Source: an optimization exercise on an open RTL-to-GDS flow (aim: small area, a short achievable clock period and few clock cycles per item). Production flows keep margins and buffers that such runs may drop. RTL that was checked went through simulation tests only; none was proved equivalent to the original. Power figures rest on the tool's default switching activity, not on a simulated workload.

==> run P <==
## instr_fetch
module instr_fetch #(
  parameter int          IMEM_DEPTH = 64,
  parameter logic [31:0] HALT_WORD  = 32'hFFFF_FFFF
) (
  input  logic          clk,
  input  logic          reset,
  input  logic          load_en,
  input  logic [$clog2(IMEM_DEPTH)-1:0] load_addr,
  input  logic [31:0]   load_data,
  input  logic          start,
  input  logic          instr_ready,
  input  logic          PCSrc,
  output logic          instr_valid,
  output logic [31:0]   Instr,
  output logic [31:0]   pc,
  output logic          halted,
  output logic          pc_err
);
clock: 5.0 ns
lec_check: 0
cap_margin: 20
core_margin: 2
core_utilization: 45
setup_slack_margin: 2.2
slew_margin: 20
synth_hierarchical: 1
run.sh (not shown) runs the stock make flow with config.mk's settings and CLKGATE_MAP_FILE= SYNTH_SCRIPT=/design/flow/synth_recipe.tcl, a recipe that flattens the netlist after the stock synthesis.
==> run B: changes against run P <==
==> flow/design.v (replaced) <==
module instr_fetch_dec3 (
  input  logic [2:0] a,
  output logic [7:0] n
);
  always_comb begin
    for (int k = 0; k < 8; k++) begin
      n[k] = (a != 3'(k));
    end
  end
endmodule
module instr_fetch_nand3 (
  input  logic a, b, c,
  output logic y
);
  assign y = ~(a & b & c);
endmodule
module instr_fetch_sel (
  input  logic t,
  input  logic nlt, nht,    
  input  logic nln, nhn,    
  output logic s
);
  assign s = (t & ~nlt & ~nht) | (~t & ~nln & ~nhn);
endmodule
module instr_fetch_incdec (
  input  logic [5:0] a,
  output logic [7:0] nl,
  output logic [7:0] nh
);
  logic [5:0] a1;
  assign a1 = a + 6'd1;
  instr_fetch_dec3 u_l (.a(a1[2:0]), .n(nl));
  instr_fetch_dec3 u_h (.a(a1[5:3]), .n(nh));
endmodule
module instr_fetch_sumterm0 (
  input  logic       a, b,
  output logic [1:0] t         
);
  assign t[0] = a ^ b;
  assign t[1] = ~(a ^ b);
endmodule
module instr_fetch_sumterm (
  input  logic       a1, b1,   
  input  logic       a0, b0,   
  output logic [3:0] t         
);
  logic x, g, p;
  assign x = a1 ^ b1;
  assign g = a0 & b0;
  assign p = a0 | b0;
  assign t[0] = ~(x ^ p);
  assign t[1] = ~(x ^ g);
  assign t[2] =  (x ^ p);
  assign t[3] =  (x ^ g);
endmodule
module instr_fetch_sumdec (
  input  logic [5:0]  a,
  input  logic [5:0]  b,
  output logic [7:0]  nl,
  output logic [15:0] nh
);
  logic [1:0]  t0;
  logic [3:0]  t [1:5];
  instr_fetch_sumterm0 u_t0 (.a(a[0]), .b(b[0]), .t(t0));
  for (genvar j = 1; j < 6; j++) begin : g_t
    instr_fetch_sumterm u (.a1(a[j]), .b1(b[j]), .a0(a[j-1]), .b0(b[j-1]), .t(t[j]));
  end
  for (genvar k = 0; k < 8; k++) begin : g_l
    instr_fetch_nand3 u (.a(t0[k%2]), .b(t[1][(k/2)%2*2 + k%2]), .c(t[2][(k/4)%2*2 + (k/2)%2]),
                         .y(nl[k]));
  end
  for (genvar m = 0; m < 16; m++) begin : g_h
    instr_fetch_nand3 u (.a(t[3][(m/2)%2*2 + m%2]), .b(t[4][(m/4)%2*2 + (m/2)%2]),
                         .c(t[5][(m/8)%2*2 + (m/4)%2]), .y(nh[m]));
  end
endmodule
module instr_fetch_or8 (
  input  logic [7:0] s,
  input  logic [7:0] w,
  output logic       y
);
  assign y = ~(~((s[0] & w[0]) | (s[1] & w[1])) & ~((s[2] & w[2]) | (s[3] & w[3])) &
               ~((s[4] & w[4]) | (s[5] & w[5])) & ~((s[6] & w[6]) | (s[7] & w[7])));
endmodule
module instr_fetch_nor4 (
  input  logic a, b, c, d,
  output logic y
);
  assign y = ~(a | b | c | d);
endmodule
module instr_fetch_nand2 (
  input  logic a, b,
  output logic y
);
  assign y = ~(a & b);
endmodule
module instr_fetch_rdport #(
  parameter int W = 32
) (
  input  logic [63:0]     s,
  input  logic [64*W-1:0] words,
  output logic [W-1:0]    q
);
  for (genvar b = 0; b < W; b++) begin : g_bit
    logic [7:0] l2;
    logic [1:0] l3;
    for (genvar i = 0; i < 8; i++) begin : g_l2
      logic [7:0] w;
      for (genvar k = 0; k < 8; k++) begin : g_w
        assign w[k] = words[(8*i+k)*W + b];
      end
      instr_fetch_or8 u (.s(s[8*i +: 8]), .w(w), .y(l2[i]));
    end
    instr_fetch_nor4 u0 (.a(l2[0]), .b(l2[1]), .c(l2[2]), .d(l2[3]), .y(l3[0]));
    instr_fetch_nor4 u1 (.a(l2[4]), .b(l2[5]), .c(l2[6]), .d(l2[7]), .y(l3[1]));
    instr_fetch_nand2 uq (.a(l3[0]), .b(l3[1]), .y(q[b]));
  end
endmodule
module instr_fetch #(
  parameter int          IMEM_DEPTH = 64,
  parameter logic [31:0] HALT_WORD  = 32'hFFFF_FFFF
) (
  input  logic          clk,
  input  logic          reset,
  input  logic          load_en,
  input  logic [$clog2(IMEM_DEPTH)-1:0] load_addr,
  input  logic [31:0]   load_data,
  input  logic          start,
  input  logic          instr_ready,
  input  logic          PCSrc,
  output logic          instr_valid,
  output logic [31:0]   Instr,
  output logic [31:0]   pc,
  output logic          halted,
  output logic          pc_err
);
  localparam int AW = 6;             
  localparam int HW = 16 - AW + 1;   
  logic                  r_run;      
  logic                  r_fetch;    
  logic                  r_halt;
  logic                  r_pc_err;
  logic [31:0]           r_instr;
  logic [AW-1:0]         r_pcw;      
  logic [HW-1:0]         r_pchi;     
  logic [31:0]           r_imem [IMEM_DEPTH];
  logic [IMEM_DEPTH*32-1:0] w_words;
  logic                  w_is_halt;
  logic [AW-1:0]         w_imm;
  logic [AW:0]           w_nt;       
  logic [AW:0]           w_tl;       
  logic [HW-1:0]         w_thi;      
  logic                  w_oor_t;
  logic                  w_tk;
  logic                  w_oor;
  logic                  w_rd_t;     
  logic [AW-1:0]         w_ntbase;
  logic [31:0]           w_rd;
  assign w_is_halt = (r_instr == HALT_WORD);
  assign w_imm     = r_instr[AW-1:0];
  assign w_nt    = {1'b0, r_pcw} + 1'b1;
  assign w_tl    = {1'b0, r_pcw} + {1'b0, w_imm} + 1'b1;
  assign w_thi   = {r_instr[15], r_instr[15:AW]} + {{(HW-1){1'b0}}, w_tl[AW]};
  assign w_oor_t = ~(((r_instr[15:AW] == '0) && !w_tl[AW]) ||
                     ((r_instr[15:AW] == '1) &&  w_tl[AW]));
  assign w_tk    = PCSrc || w_is_halt;
  assign w_oor   = w_tk ? w_oor_t : w_nt[AW];
  assign w_rd_t  = r_run && PCSrc;
  always_comb begin
    for (int i = 0; i < IMEM_DEPTH; i++) begin
      w_words[i*32 +: 32] = r_imem[i];
    end
  end
  assign w_ntbase = r_run ? r_pcw : '1;
  logic [7:0]            w_nln, w_nhn;
  logic [7:0]            w_nlt;
  logic [15:0]           w_nht;
  logic [IMEM_DEPTH-1:0] w_sel;
  instr_fetch_incdec u_ntdec (.a(w_ntbase), .nl(w_nln), .nh(w_nhn));
  instr_fetch_sumdec u_tdec  (.a(r_pcw), .b(w_imm), .nl(w_nlt), .nh(w_nht));
  for (genvar i = 0; i < IMEM_DEPTH; i++) begin : g_sel
    instr_fetch_sel u (.t(w_rd_t), .nlt(w_nlt[i%8]), .nht(w_nht[i/4]),
                       .nln(w_nln[i%8]), .nhn(w_nhn[i/8]), .s(w_sel[i]));
  end
  instr_fetch_rdport #(.W(32)) u_rd (.s(w_sel), .words(w_words), .q(w_rd));
  always_ff @(posedge clk) begin
    if (load_en && !r_run && !r_fetch) begin
      r_imem[load_addr] <= load_data;
    end
  end
  always_ff @(posedge clk) begin
    if (reset) begin
      r_run   <= 1'b0;
      r_fetch <= 1'b0;
      r_halt  <= 1'b0;
    end else if (r_fetch) begin
      r_run   <= 1'b1;
      r_fetch <= 1'b0;
    end else if (!r_run) begin
      if (start) begin
        r_run   <= !load_en;
        r_fetch <= load_en;
        r_halt  <= 1'b0;
      end
    end else if (instr_ready) begin
      if (w_is_halt || w_oor) begin
        r_run  <= 1'b0;
        r_halt <= 1'b1;
      end
    end
  end
  always_ff @(posedge clk) begin
    if (!r_run || instr_ready) begin
      r_instr <= w_rd;
    end
  end
  always_ff @(posedge clk) begin
    if (!r_run) begin
      if (start || r_fetch) begin
        r_pcw  <= '0;
        r_pchi <= '0;
      end
    end else if (instr_ready) begin
      r_pcw    <= w_tk ? w_tl[AW-1:0] : w_nt[AW-1:0];
      r_pchi   <= w_tk ? w_thi : {{(HW-1){1'b0}}, w_nt[AW]};
      r_pc_err <= w_oor;
    end
  end
  assign instr_valid = r_run;
  assign halted      = r_halt;
  assign Instr       = r_instr;
  assign pc          = {{(32-AW-2-HW){r_pchi[HW-1]}}, r_pchi, r_pcw, 2'b00};
  assign pc_err      = r_pc_err;
endmodule
- SETUP_SLACK_MARGIN: 2.2 -> 2.0
- TNS_END_PERCENT: not set -> 10
==> summary.txt <==
Utilization: run B is lower than run P (2.2 points).
Of run P and run B, run P has the higher area after synthesis (gap about 14%, measured against run B).
In run B the first-iteration DRC count is lower than in run P, by 50%.
Between run P and run B, the lower synthesized cell count is in run B (gap about 40%, measured against run B).
Testbench counts of run B, summed over its fixed seeds: cycles 4,607, items 3,967.
For run P, only the layout was checked, not whether the RTL still works.

========
==> juniper <==
instr_fetch, a different RTL version from the one above (not shown whole).
==> module instr_fetch_nor2, before the edit <==
module instr_fetch_nor2 (
  input  logic a, b,
  output logic y
);
  assign y = ~(a | b);
endmodule
==> module instr_fetch_nand4, before the edit <==
module instr_fetch_nand4 (
  input  logic a, b, c, d,
  output logic y
);
  assign y = ~(a & b & c & d);
endmodule
==> module instr_fetch_rdport, before the edit <==
module instr_fetch_rdport #(
  parameter int W = 32
) (
  input  logic [63:0]     s,
  input  logic [64*W-1:0] words,
  output logic [W-1:0]    q
);
  for (genvar b = 0; b < W; b++) begin : g_bit
    logic [7:0] l2;
    logic [3:0] l3;
    for (genvar i = 0; i < 8; i++) begin : g_l2
      logic [7:0] w;
      for (genvar k = 0; k < 8; k++) begin : g_w
        assign w[k] = words[(8*i+k)*W + b];
      end
      instr_fetch_or8 u (.s(s[8*i +: 8]), .w(w), .y(l2[i]));
    end
    for (genvar i = 0; i < 4; i++) begin : g_l3
      instr_fetch_nor2 u (.a(l2[2*i]), .b(l2[2*i+1]), .y(l3[i]));
    end
    instr_fetch_nand4 uq (.a(l3[0]), .b(l3[1]), .c(l3[2]), .d(l3[3]), .y(q[b]));
  end
endmodule
clock: 5.0 ns
lec_check: 0
cap_margin: 20
core_margin: 2
core_utilization: 40
cts_buf_list: sky130_fd_sc_hd__clkbuf_8
setup_slack_margin: 2.0
slew_margin: 20
synth_hierarchical: 1
tns_end_percent: 10
standard.sh (not shown) runs the stock make flow with config.mk's settings and CLKGATE_MAP_FILE= SYNTH_SCRIPT=/design/flow/synth_recipe.tcl, a recipe that flattens the netlist after the stock synthesis.
==> flow/flow/run.sh <==
#!/bin/bash
# Layout flow: the standard flow, with the instruction-memory flip-flops placed
# by hand after the floorplan. Each bit of the 64 words gets a tile of its own (a
# 6x6 grid of tiles with the middle 2x2 left for the control logic), so that the
# AND-OR read tree of a bit stays inside its tile. The port buffers are buf_4
# rather than the standard flow's pick. Everything else is the standard flow.
set -euo pipefail
export BUFFER_PORTS_ARGS="-buffer_cell sky130_fd_sc_hd__buf_4"
bash standard.sh synth floorplan > std_synth_floorplan.log 2>&1
openroad -no_init -exit flow/preplace.tcl > preplace.log 2>&1
bash standard.sh > std_finish.log 2>&1
==> flow/flow/preplace.tcl <==
# Place the r_imem flip-flops in per-bit tiles and mark them FIRM. Reads and writes
# the floorplan result that the standard flow's placement step reads next.
set odb orfs/results/$::env(FLOW_PLATFORM)/instr_fetch/base/2_floorplan.odb
read_db $odb
set block [ord::get_db_block]
set core  [$block getCoreArea]
set cx0 [$core xMin]
set cy0 [$core yMin]
set cw  [expr {[$core xMax] - $cx0}]
set ch  [expr {[$core yMax] - $cy0}]

# Rows by y, and the tap cells in each row.
set rowh 0
foreach row [$block getRows] {
  set y [[$row getBBox] yMin]
  set orient($y) [$row getOrient]
  set rowh [[$row getSite] getHeight]
  set sitew [[$row getSite] getWidth]
  set taps($y) {}
}
set ys [lsort -integer [array names orient]]
foreach inst [$block getInsts] {
  if {[string match "*tapvpwrvgnd*" [[$inst getMaster] getName]]} {
    lassign [$inst getLocation] x y
    lappend taps($y) [list $x [[$inst getMaster] getWidth]]
  }
}

# Memory flip-flops by word and bit.
foreach inst [$block getInsts] {
  if {[regexp {^r_imem\\?\[(\d+)\\?\]\\?\[(\d+)\\?\]} [$inst getName] -> w b]} {
    set ff($w,$b) $inst
  }
}
set ffw [[$ff(0,0) getMaster] getWidth]

# Tile slots: 6x6 grid, the middle 2x2 kept free. Bits 0-5 (the branch offset that
# the next-pc logic reads) next to the middle, then outwards.
set order {
  {1 2} {4 3} {2 4} {3 1} {1 3} {4 2}
  {2 1} {3 4} {1 1} {4 4} {1 4} {4 1}
  {0 2} {5 3} {2 5} {3 0} {0 3} {5 2} {3 5} {2 0}
  {0 1} {5 4} {1 5} {4 0} {0 4} {5 1} {4 5} {1 0}
  {0 0} {5 5} {0 5} {5 0}
}
set slotw [expr {$cw / 6}]
set sloth [expr {$ch / 6}]

# Free spans of a row, right of x0: start of each gap between tap cells that fits two
# flip-flops.
proc pair_starts {y x0 n} {
  global taps ffw cx0 cw sitew
  set edges {}
  foreach t [lsort -integer -index 0 $taps($y)] { lappend edges $t }
  set starts {}
  set prev_end $cx0
  lappend edges [list [expr {$cx0 + $cw}] 0]
  foreach t $edges {
    lassign $t tx tw
    set s [expr {max($prev_end, $x0)}]
    set s [expr {$cx0 + (($s - $cx0 + $sitew - 1) / $sitew) * $sitew}]
    if {$s + 2 * $ffw <= $tx} { lappend starts $s }
    set prev_end [expr {$tx + $tw}]
    if {[llength $starts] >= $n} { break }
  }
  return $starts
}

set placed 0
for {set b 0} {$b < 32} {incr b} {
  lassign [lindex $order $b] sx sy
  set x0 [expr {$cx0 + $sx * $slotw + $sitew * 4}]
  set r0 [expr {($sy * $sloth) / $rowh + 1}]
  for {set k 0} {$k < 24} {incr k} {
    set g   [expr {$k / 3}]
    set sub [expr {$k % 3}]
    if {$sub == 2} { continue }
    set y [lindex $ys [expr {$r0 + $k}]]
    set starts [pair_starts $y $x0 2]
    if {[llength $starts] < 2} { error "no room in row $y for bit $b" }
    set base [expr {8 * $g + 4 * $sub}]
    set xs [list [lindex $starts 0] [expr {[lindex $starts 0] + $ffw}] \
                 [lindex $starts 1] [expr {[lindex $starts 1] + $ffw}]]
    for {set j 0} {$j < 4} {incr j} {
      set inst $ff([expr {$base + $j}],$b)
      $inst setOrient $orient($y)
      $inst setLocation [lindex $xs $j] $y
      $inst setPlacementStatus FIRM
      incr placed
    }
  }
}
puts "placed $placed memory flip-flops"
write_db $odb
==> cedar (differences from juniper) <==
--- a/flow/design.v
+++ b/flow/design.v
@@ -82,17 +82,17 @@
   assign y = ~(~((s[0] & w[0]) | (s[1] & w[1])) & ~((s[2] & w[2]) | (s[3] & w[3])) &
                ~((s[4] & w[4]) | (s[5] & w[5])) & ~((s[6] & w[6]) | (s[7] & w[7])));
 endmodule
-module instr_fetch_nor2 (
+module instr_fetch_nor4 (
+  input  logic a, b, c, d,
+  output logic y
+);
+  assign y = ~(a | b | c | d);
+endmodule
+module instr_fetch_nand2 (
   input  logic a, b,
   output logic y
 );
-  assign y = ~(a | b);
-endmodule
-module instr_fetch_nand4 (
-  input  logic a, b, c, d,
-  output logic y
-);
-  assign y = ~(a & b & c & d);
+  assign y = ~(a & b);
 endmodule
 module instr_fetch_rdport #(
   parameter int W = 32
@@ -103,7 +103,7 @@
 );
   for (genvar b = 0; b < W; b++) begin : g_bit
     logic [7:0] l2;
-    logic [3:0] l3;
+    logic [1:0] l3;
     for (genvar i = 0; i < 8; i++) begin : g_l2
       logic [7:0] w;
       for (genvar k = 0; k < 8; k++) begin : g_w
@@ -111,10 +111,9 @@
       end
       instr_fetch_or8 u (.s(s[8*i +: 8]), .w(w), .y(l2[i]));
     end
-    for (genvar i = 0; i < 4; i++) begin : g_l3
-      instr_fetch_nor2 u (.a(l2[2*i]), .b(l2[2*i+1]), .y(l3[i]));
-    end
-    instr_fetch_nand4 uq (.a(l3[0]), .b(l3[1]), .c(l3[2]), .d(l3[3]), .y(q[b]));
+    instr_fetch_nor4 u0 (.a(l2[0]), .b(l2[1]), .c(l2[2]), .d(l2[3]), .y(l3[0]));
+    instr_fetch_nor4 u1 (.a(l2[4]), .b(l2[5]), .c(l2[6]), .d(l2[7]), .y(l3[1]));
+    instr_fetch_nand2 uq (.a(l3[0]), .b(l3[1]), .y(q[b]));
   end
 endmodule
 module instr_fetch #(
==> flow/run.sh (new file) <==
#!/bin/bash
# synth_recipe.tcl (not shown) runs the flow's synth.tcl, then flattens the netlist and writes it again
# the make line also repeats each setting of config.mk as NAME=value (left out here)
make -C /OpenROAD-flow-scripts/flow DESIGN_CONFIG=/design/flow/config.mk WORK_HOME=/design/flow/orfs CLKGATE_MAP_FILE= SYNTH_SCRIPT=/design/flow/synth_recipe.tcl finish
--- a/flow/config.mk
+++ b/flow/config.mk
@@ -7,7 +7,7 @@
 export LEC_CHECK = 0
 export CAP_MARGIN = 20
 export CORE_MARGIN = 2
-export CORE_UTILIZATION = 40
+export CORE_UTILIZATION = 45
 export CTS_BUF_LIST = sky130_fd_sc_hd__clkbuf_8
 export SETUP_SLACK_MARGIN = 2.0
 export SLEW_MARGIN = 20
removed: flow/flow/run.sh
removed: flow/flow/preplace.tcl
removed: flow/standard.sh
==> tundra (differences from juniper) <==
--- a/flow/design.v
+++ b/flow/design.v
@@ -82,17 +82,17 @@
   assign y = ~(~((s[0] & w[0]) | (s[1] & w[1])) & ~((s[2] & w[2]) | (s[3] & w[3])) &
                ~((s[4] & w[4]) | (s[5] & w[5])) & ~((s[6] & w[6]) | (s[7] & w[7])));
 endmodule
-module instr_fetch_nor2 (
+module instr_fetch_nor4 (
+  input  logic a, b, c, d,
+  output logic y
+);
+  assign y = ~(a | b | c | d);
+endmodule
+module instr_fetch_nand2 (
   input  logic a, b,
   output logic y
 );
-  assign y = ~(a | b);
-endmodule
-module instr_fetch_nand4 (
-  input  logic a, b, c, d,
-  output logic y
-);
-  assign y = ~(a & b & c & d);
+  assign y = ~(a & b);
 endmodule
 module instr_fetch_rdport #(
   parameter int W = 32
@@ -103,7 +103,7 @@
 );
   for (genvar b = 0; b < W; b++) begin : g_bit
     logic [7:0] l2;
-    logic [3:0] l3;
+    logic [1:0] l3;
     for (genvar i = 0; i < 8; i++) begin : g_l2
       logic [7:0] w;
       for (genvar k = 0; k < 8; k++) begin : g_w
@@ -111,10 +111,9 @@
       end
       instr_fetch_or8 u (.s(s[8*i +: 8]), .w(w), .y(l2[i]));
     end
-    for (genvar i = 0; i < 4; i++) begin : g_l3
-      instr_fetch_nor2 u (.a(l2[2*i]), .b(l2[2*i+1]), .y(l3[i]));
-    end
-    instr_fetch_nand4 uq (.a(l3[0]), .b(l3[1]), .c(l3[2]), .d(l3[3]), .y(q[b]));
+    instr_fetch_nor4 u0 (.a(l2[0]), .b(l2[1]), .c(l2[2]), .d(l2[3]), .y(l3[0]));
+    instr_fetch_nor4 u1 (.a(l2[4]), .b(l2[5]), .c(l2[6]), .d(l2[7]), .y(l3[1]));
+    instr_fetch_nand2 uq (.a(l3[0]), .b(l3[1]), .y(q[b]));
   end
 endmodule
 module instr_fetch #(
==> qor summary <==
|  | tundra | cedar | juniper |
|---|---|---|---|
| Count of multi-input combinational gates | 1816 | 1816 | 1878 |
| Share of the final layout cell area in multi-input gates | 16.4% | 16.8% | 15.8% |
| DP Wirelength | 228000 um | 149000 um | 218000 um |
| Buffers, non-clock | 592 | 601 | 677 |
| Internal Pwr Total | 31000 uW | 30500 uW | 31000 uW |
| # Post-CTS Setup Buffers | 119 | 149 | 166 |
| Final clock period utilization by the worst path | 68.4% | 76.1% | 67.0% |
| Maximum clock frequency | 292 MHz | 263 MHz | 298 MHz |
| Share of the synthesized area in compound gates (AO/OA/AOI/OAI) | 11.6% | 11.6% | 11.7% |
| Outcome | timing/DRC/antenna clean | timing/DRC/antenna clean | timing/DRC/antenna clean |
| Post-synthesis mux area share | 0.0261% | 0.0261% | 0.0261% |
| Power of the combinational group | 10800 uW | 11000 uW | 11100 uW |
| Starting utilization of the core area | 40.3% | 45.3% | 40.3% |
| Number of antenna violations at the first check in global routing | 33 | 14 | 40 |
| Clock input transition at the sequential cells of the worst setup and hold paths | 70 ps | 60 ps | 60 ps |
| Number of cells upsized or downsized after cts | 215 | 167 | 296 |
| Layout Cell Area excl Fill | 0.0954 sq mm | 0.0932 sq mm | 0.0975 sq mm |
| Clock skew after layout | 78.2 ps | 78.7 ps | 87.0 ps |
| Site row count | 160 | 151 | 160 |
| Die area | 0.196 sq mm | 0.174 sq mm | 0.195 sq mm |
| Met2 Usage GRT | 58.7% | 40.7% | 61.0% |
| Area of the multi-input gates | 0.0157 sq mm | 0.0156 sq mm | 0.0154 sq mm |
| Num tapcells | 2511 | 2218 | 2511 |
| Post-synthesis cell count | 3950 | 3950 | 4014 |
| Antenna Cells | 78 | 7 | 83 |
Testbench counts of juniper, summed over its fixed seeds: cycles 4,607, items 3,967.
Testbench counts of cedar, summed over its fixed seeds: cycles 4,607, items 3,967.
Testbench counts of tundra, summed over its fixed seeds: cycles 4,607, items 3,967.

==> re-timing with driven ports <==
The flow's constraints put no driver on any port. The routed layouts listed below were extracted and timed again, unchanged, in two steps.
Step 1 sets driving cells, clkbuf_16 on the clock port and buf_2 on the other inputs (assumed; they add their load-dependent delay and slew).
Step 2 also shifts input and output timing later by t, the mid clock arrival at the registers, as if the neighbouring blocks saw the same clock.
Slacks: ideal / step 1 / step 2; pairs: ideal / step 1.
run | t, ns | slack for setup (ns) | worst setup path at the end
run P | 0.987 | 0.839 / 0.839 / 0.839 | register to register
run B | 0.923 | 1.180 / 1.180 / 0.759 | input to register
juniper | 1.195 | 1.648 / 1.607 / 0.827 | input to register
cedar | 1.119 | 1.195 / 1.195 / 0.447 | input to register
tundra | 1.196 | 1.579 / 1.579 / 0.775 | input to register
After both steps every run listed still meets setup and hold. For juniper, which loses most, drivers alone change the setup slack by -0.041 ns; drivers and shift together by -0.821 ns.
